This design comes from an exercise in tuning for small area, a short achievable clock period and few clock cycles per item on the open sky130 flow, not from production work. In this exercise RTL edits were held to simulation tests only and were not proved equivalent to the original. Power is estimated from default activity; no workload was simulated.

## flow/design.v (module list and top-level ports; edited modules follow where they fit)
// module fltr_sched: 1827 lines
// module fltr_pg0: 4 lines
// module fltr_pgn: 5 lines
// module fltr_gn: 3 lines
// module fltr_pgt: 5 lines
// module fltr_gt: 3 lines
// module fltr_rdy: 4 lines
// module fltr_sel4: 3 lines
// module fltr_fa: 4 lines
// module fltr_ha: 4 lines
module fltr_sched #(
   parameter int unsigned NCH  = 4,
   parameter int unsigned TAPS = 4,
   parameter int unsigned DW   = 16,
   parameter int unsigned CW   = 16,
   parameter int unsigned OW   = 32
) (
   input  logic                     clk,
   input  logic                     rst_n,
   input  logic [NCH-1:0]           req_vld,
   input  logic [NCH*DW-1:0]        req_data,
   output logic [NCH-1:0]           req_rdy,
   input  logic                     cfg_we,
   input  logic [$clog2(TAPS)-1:0]  cfg_addr,
   input  logic [CW-1:0]            cfg_coef,
   output logic                     cfg_busy,
   output logic                     out_vld,
   input  logic                     out_rdy,
   output logic [$clog2(NCH)-1:0]   out_ch,
   output logic [OW-1:0]            out_data
);
  // ...
==> flow/flow/run.sh <==
#!/bin/bash
# Standard synthesis (bash standard.sh synth) and the standard layout, with a larger
# setup slack margin for ORFS's repair_timing steps so the layout is optimised beyond the
# 11 ns constraint. Logs: synth.log, layout.log (ORFS's per-step logs are under orfs/logs).
set -uo pipefail
MARGIN=6.0
bash standard.sh synth > synth.log 2>&1 || { tail -50 synth.log; exit 1; }
bash standard.sh SETUP_SLACK_MARGIN=$MARGIN "BUFFER_PORTS_ARGS=-buffer_cell sky130_fd_sc_hd__buf_2" REMOVE_ABC_BUFFERS=1 finish > layout.log 2>&1 || { tail -50 layout.log; exit 1; }
==> flow/standard.sh <==
#!/bin/bash
# synth_recipe.tcl (not shown) runs the flow's synth.tcl, then flattens the netlist and writes it again
# the make line also repeats each setting of config.mk as NAME=value (left out here)
make -C /OpenROAD-flow-scripts/flow DESIGN_CONFIG=/design/flow/config.mk WORK_HOME=/design/flow/orfs CLKGATE_MAP_FILE= SYNTH_SCRIPT=/design/flow/synth_recipe.tcl "${@:-finish}"
==> flow/config.mk <==
export PLATFORM = sky130hd
export DESIGN_NAME = fltr_sched
export DESIGN_NICKNAME = fltr_sched
export VERILOG_FILES = /design/flow/design.v
export SDC_FILE = /design/flow/constraint.sdc
export NUM_CORES = 4
export LEC_CHECK = 0
export CAP_MARGIN = 10
export CORE_MARGIN = 2
export CORE_UTILIZATION = 60
export CTS_CLUSTER_DIAMETER = 100
export CTS_CLUSTER_SIZE = 24
export SLEW_MARGIN = 10
export SYNTH_HIERARCHICAL = 1
export SYNTH_MINIMUM_KEEP_SIZE = 0
export TNS_END_PERCENT = 15
==> flow/constraint.sdc <==
create_clock -name core_clock -period 11.0 [get_ports {clk}]
set_input_delay 2.2000 -clock core_clock [delete_from_list [all_inputs] [get_ports {clk}]]
set_output_delay 2.2000 -clock core_clock [all_outputs]
set_load 0.01 [all_outputs]
==> impl_metrics.py, run 1 <==
metrics = {
    "outcome": {
        "status": "finished clean",
    },
    "routing": {
        "drc_errors": 0,
        "wl_met2_um": 62800,
        "drtIter0Drc": 3689,
        "vias": 30109,
        "vias_per_cell": 6.84,
        "wl_per_cell_um": 31.6,
    },
    "setup_path": {
        "cp-endpoint": "out_data[26]",
        "path_depth": 11,
        "slowest_delay_ns": 0.47,
        "cp.required_ns": 8.80,
        "rr_startpoint": "btwo[10]$_DFFE_PN0P_",
        "start_kind": "flip-flop",
    },
    "power_and_ir_drop": {
        "power_frac_comb": 0.691,
        "worst_ir_drop_vdd_uv": 217,
        "p_leak_nw": 16.9,
        "switching_share": 0.475,
        "seqPwrFrac": 0.224,
        "p_int_mw": 6.74,
        "p_per_area_nw_per_um2": 288,
    },
    "final_layout": {
        "fill_cells": 4813,
        "largest_reg_flops": 192,
        "design.seq.count": 444,
        "nets": 4181,
        "buffers": 393,
        "layout-drive-gt1-share": 0.225,
        "clock_area_frac": 0.0195,
        "seq_area_sq_um": 12900,
    },
    "sta": {
        "max_clock_freq_mhz": 193,
        "setup_viol": 0,
        "worst_slew_pin_slew_ns": 1.08,
    },
    "floorplan": {
        "fp.coreArea_sq_um": 65600,
        "tap_cells": 864,
    },
    "synth": {
        "synth_area_sq_um": 39600,
    },
    "place": {
        "dpl.cell_count": 4149,
        "dp_hpwl_um": 99900,
    },
    "worst_hold_path": {
        "hold_end": "hist_q[138]$_DFFE_PP_",
    },
    "flow_run": {
        "max-cap-violations": 0,
    },
}
Testbench counts, summed over its fixed seeds: cycles 2,064, items 2,048.
==> run 2: changes to the inputs <==
--- a/flow/design.v
+++ b/flow/design.v
@@ -1772,23 +1772,29 @@
    assign c33_0 = og_[32] | (op_[32] & c32_0);
    assign s_hi0 = {op_[33] ^ c33_0, op_[32] ^ c32_0, op_[31]};
    assign c32_1 = og_[31] | op_[31];
    assign c33_1 = og_[32] | (op_[32] & c32_1);
    assign s_hi1 = {op_[33] ^ c33_1, op_[32] ^ c32_1, !op_[31]};
    logic ovf0, ovf1;
    assign ovf0 = !(s_hi0 == 3'b000 || s_hi0 == 3'b111);
    assign ovf1 = !(s_hi1 == 3'b000 || s_hi1 == 3'b111);
-   logic [31:0] sat0, sat1, sat;
-   assign sat0 = ovf0 ? {s_hi0[2], {31{!s_hi0[2]}}} : {s_hi0[0], s_lo};
-   assign sat1 = ovf1 ? {s_hi1[2], {31{!s_hi1[2]}}} : {s_hi1[0], s_lo};
+   logic [31:0] sat;
    logic [3:0] c31;
    for (genvar m = 0; m < 4; m++) begin : g_c31
       fltr_gn u_g (.gh(gl[4][30]), .ph(pl[4][30]), .gl(gl[4][14]), .g(c31[m]));
-      assign sat[8*m +: 8] = c31[m] ? sat1[8*m +: 8] : sat0[8*m +: 8];
+   end
+   for (genvar i = 0; i < 32; i++) begin : g_out
+      if (i < 31) begin : g_lo
+         fltr_omux u_om (.c(c31[i / 8]), .s0(s_lo[i]), .o0(ovf0), .k0(!s_hi0[2]),
+                         .s1(s_lo[i]), .o1(ovf1), .k1(!s_hi1[2]), .y(sat[i]));
+      end else begin : g_hi
+         fltr_omux u_om (.c(c31[i / 8]), .s0(s_hi0[0]), .o0(ovf0), .k0(s_hi0[2]),
+                         .s1(s_hi1[0]), .o1(ovf1), .k1(s_hi1[2]), .y(sat[i]));
+      end
    end
    always_ff @(posedge clk or negedge rst_n) begin
       if (!rst_n) begin
          hp_q    <= hp_for(3);
          bone    <= '0;
          btwo    <= '0;
          bneg    <= '0;
          cnt_q   <= '0;
@@ -1844,16 +1850,20 @@
 endmodule
 module fltr_gt (input logic gh, input logic ph, input logic gl, output logic g);
    assign g = !(gh || (ph && gl));
 endmodule
 module fltr_rdy (input logic vg, input logic [3:0] v, input logic [3:0] m, input logic stall,
                  input logic ordy, output logic rdy);
    assign rdy = vg && ((v & m) == 4'b0) && (!stall || ordy);
 endmodule
+module fltr_omux (input logic c, input logic s0, input logic o0, input logic k0,
+                  input logic s1, input logic o1, input logic k1, output logic y);
+   assign y = c ? (o1 ? k1 : s1) : (o0 ? k0 : s0);
+endmodule
 module fltr_sel4 (input logic [3:0] s, input logic [3:0] d, output logic y);
    assign y = |(s & d);
 endmodule
 module fltr_fa (input logic a, input logic b, input logic c, output logic s, output logic co);
    assign s  = a ^ b ^ c;
    assign co = (a & b) | (a & c) | (b & c);
 endmodule
 module fltr_ha (input logic a, input logic b, output logic s, output logic co);
==> flow/flow/run.sh (replaced) <==
#!/bin/bash
# Standard synthesis (bash standard.sh synth) and the standard layout, with a larger
# setup slack margin for ORFS's repair_timing steps so the layout is optimised beyond the
# 11 ns constraint. Logs: synth.log, layout.log (ORFS's per-step logs are under orfs/logs).
set -uo pipefail
MARGIN=6.0
bash standard.sh synth > synth.log 2>&1 || { tail -50 synth.log; exit 1; }
bash standard.sh SETUP_SLACK_MARGIN=$MARGIN "BUFFER_PORTS_ARGS=-buffer_cell sky130_fd_sc_hd__buf_4" REMOVE_ABC_BUFFERS=1 finish > layout.log 2>&1 || { tail -50 layout.log; exit 1; }
==> flow/config.mk (replaced) <==
export PLATFORM = sky130hd
export DESIGN_NAME = fltr_sched
export DESIGN_NICKNAME = fltr_sched
export VERILOG_FILES = /design/flow/design.v
export SDC_FILE = /design/flow/constraint.sdc
export NUM_CORES = 4
export LEC_CHECK = 0
export CAP_MARGIN = 20
export CORE_MARGIN = 2
export CORE_UTILIZATION = 60
export CTS_CLUSTER_DIAMETER = 100
export CTS_CLUSTER_SIZE = 24
export SLEW_MARGIN = 20
export SYNTH_HIERARCHICAL = 1
export SYNTH_MINIMUM_KEEP_SIZE = 0
export TNS_END_PERCENT = 5
==> run 2 against run 1 <==
Effect of this change:
- maximum frequency decreased by 0.29%
- critical path depth down 1
- global-route usage up 0.55 points
- final cell count grew 0.64%
- first-iteration DRC count rose by 21%
- worst setup slack worse by 0.015 ns
- critical path type is now reg -> reg
- largest cell class unchanged
==> impl_metrics.py, run 2 <==
metrics = {
    "outcome": {
        "status": "finished clean",
    },
    "setup_path": {
        "cp-end-kind": "flip-flop",
        "cp.required_ns": 11.36,
        "cp_max_fo": 18,
        "worstPathArrival_ns": 5.54,
        "start_kind": "flip-flop",
        "crit_type": "reg -> reg",
        "r2r_cells": 10,
    },
    "synth": {
        "yosysWarnings": 11,
        "synth_area_sq_um": 40100,
        "postSynthAreaPerCell_sq_um": 11.7,
        "synth_cells": 3415,
    },
    "floorplan": {
        "dieArea_sq_um": 68900,
        "fp.coreArea_sq_um": 66000,
        "num_rows": 94,
        "die_w_um": 262,
        "ioPinCount": 130,
        "initial_core_util": 0.608,
        "die_y_um": 262,
    },
    "sta": {
        "max_clock_freq_mhz": 193,
        "setup_viol": 0,
        "hold_viol": 0,
        "worst_slew_pin_slew_ns": 1.26,
        "drv_slew": 0,
        "fin_skew_ns": 0.0476,
        "relSlewSlack": 0.154,
        "min_period_ns": 5.19,
        "fin_setup_tns_ns": 0,
        "rsz0062_at_grt": "yes",
        "fin_crit_sh": 0.471,
    },
    "flow_run": {
        "max-cap-violations": 0,
    },
    "final_layout": {
        "layout-drive-gt1-share": 0.215,
        "syn2layout_area_growth_pct": 12.9,
        "layout_commonest_cell": "a22oi_1",
        "fin_util": 0.686,
        "largest_register": "hist_q",
        "nets": 4212,
        "final_cell_mix": "a22oi_1, xnor2_1, fa_1, buf_4, edfxtp_1",
        "largest_reg_flops": 192,
        "antennaDiodeCount": 0,
        "top_regs": "hist_q: 192 flops, op_q: 64 flops",
        "fill_cells": 4858,
    },
    "routing": {
        "drtIter0Drc": 4472,
        "wl_per_cell_um": 32.6,
        "postRouteAntennaNets": 0,
        "vias_per_cell": 6.95,
        "drt_wl_total_um": 144000,
        "dr.pass1.iters": 8,
        "drc_errors": 0,
        "vias": 30791,
    },
    "power_and_ir_drop": {
        "worst_ir_drop_vdd_uv": 221,
        "switching_share": 0.464,
        "p_int_mw": 6.91,
        "seqPwrFrac": 0.218,
        "p_per_area_nw_per_um2": 285,
        "p_leak_nw": 17.6,
        "switchingPower_mw": 5.98,
        "power_frac_comb": 0.701,
        "clockPowerShare": 0.081,
    },
    "global_route": {
        "grt_usage": 0.415,
        "met2_usage": 0.652,
        "antenna_found_initial": 0,
        "grt_pass1_wl_um": 209000,
        "top_usage_layer": "met2",
        "grt_use_met1": 0.511,
        "grtUsageMet3": 0.143,
        "grt_pass1_vias": 31735,
        "gr-total-overflow": 0,
        "grt_max_degree": 70,
    },
    "clock_tree": {
        "ctsRootBufferMaster": "clkbuf_16",
        "hold_buffers": 0,
        "numClockSinks": 444,
        "clock_latency_ns": 0.64,
        "cts_inserted_buffers": 25,
        "clk_pin_slew_ns": 0.11,
        "clk_path_buf_depth": 3,
        "cts_tree": "yes",
        "ctsHtreeMaxLevel": 1,
    },
    "worst_hold_path": {
        "hold_depth": 0,
        "hold_path_class": "reg -> reg",
    },
    "place": {
        "portBuffers": 129,
        "dp_hpwl_um": 101000,
        "gp_congestion": 1.03,
    },
}
==> run 2: what timing repair did <==
item	CTS	global route
setup endpoints to repair	63	63
gates cloned	1	2
buffers inserted	149	53
pin swaps	28	36
resized for setup	158	76
==> run 2: stage by stage <==
step,std cells,total power [mW],hold WS (ns),instance area (sq um),setup WS [ns]
2_1_floorplan,3095,7.92,0.400,38800,4.36
3_3_place_gp,4175,10.4,0.405,41600,5.64
3_5_place_dp,4177,10.8,0.408,41600,5.46
4_1_cts,4373,12.4,0.431,44500,5.90
5_1_grt,4428,13.6,0.443,45300,5.74
6_report,4428,12.9,0.429,45300,5.81
==> run 2: cell type report <==
class	instances	area [sq um]	area share
Clock buffer	37	671	0.0148
Clock inverter	9	133	0.00293
Inverter	31	124	0.00274
Multi-Input combinational cell	2620	26700	0.589
Sequential cell	444	12800	0.284
Tap cell	864	1080	0.0239
Timing Repair Buffer	422	3760	0.0831
Timing Repair inverter	1	7.51	0.000166
==> run 2: worst paths after layout <==
path / slack, ns / from / to
min in group asynchronous: 1.63 / rst_n / hp_q[2]$_DFFE_PN0P_
max: 5.81 / bone[3]$_DFFE_PN0P_ / o_rb_q[18]$_DFFE_PP_
max in group asynchronous: 7.88 / rst_n / bone[25]$_DFFE_PN0P_
min: 0.43 / a_ch_q[1]$_DFFE_PP_ / o_ch_q[1]$_DFFE_PP_
min reg2reg: 0.43 / a_ch_q[1]$_DFFE_PP_ / o_ch_q[1]$_DFFE_PP_
max reg2reg: 5.81 / bone[3]$_DFFE_PN0P_ / o_rb_q[18]$_DFFE_PP_
==> run 2: critical path, cell delays in order, from the launching register on <==
cell and delay, ns:
dfrtp_4 0.61, a22oi_1 0.25, xnor2_1 0.12, fa_1 0.56, fa_1 0.46, fa_1 0.48, fa_2 0.60, fa_1 0.45
fa_1 0.40, fa_1 0.52, fa_1 0.43
==> run 2: power by group through the flow <==
stage / Combinational (mW) / Sequential, mW / Clock (mW)
CTS: 8.57 / 2.82 / 1.05
finish: 9.04 / 2.81 / 1.04
global route: 9.69 / 2.84 / 1.11
detailed placement: 7.74 / 3.06 / 0
global placement: 7.39 / 3.05 / 0
floorplan: 5.02 / 2.90 / 0
==> run 2: per-layer routing <==
layer / up-vias / part of all wire
li1: 12278 / -
met4: 0 / 0.068
met3: 625 / 0.14
met2: 2501 / 0.45
met5: - / 0
met1: 15387 / 0.34
Testbench counts of run 2, summed over its fixed seeds: cycles 2,064, items 2,048.

re-timing with driven ports:
How much do the figures lean on ideal ports? The routed layouts below were timed once more, with nothing changed but the port constraints.
Step 1 assumes that a clkbuf_16 drives the clock port and a buf_2 every other input.
Step 2, shift: input delay + t, output delay - t, t = (earliest + latest rising clock arrival at the registers) / 2. This alone moves slack from input paths to output paths.
a / b / c = ideal ports / drivers / drivers and shift; a / b = the first two.
| run | shift t [ns] | setup slack, ns | worst setup path after step 2 | worst data-port slew with drivers (ns) | pins driven straight from the clock port |
|---|---|---|---|---|---|
| run 1 | 0.685 | 5.829 / 5.760 / 5.878 | register to register | 0.06 | 1 |
| run 2 | 0.688 | 5.814 / 5.795 / 5.814 | register to register | 0.05 | 1 |
After both steps setup and hold are still met in every run listed.
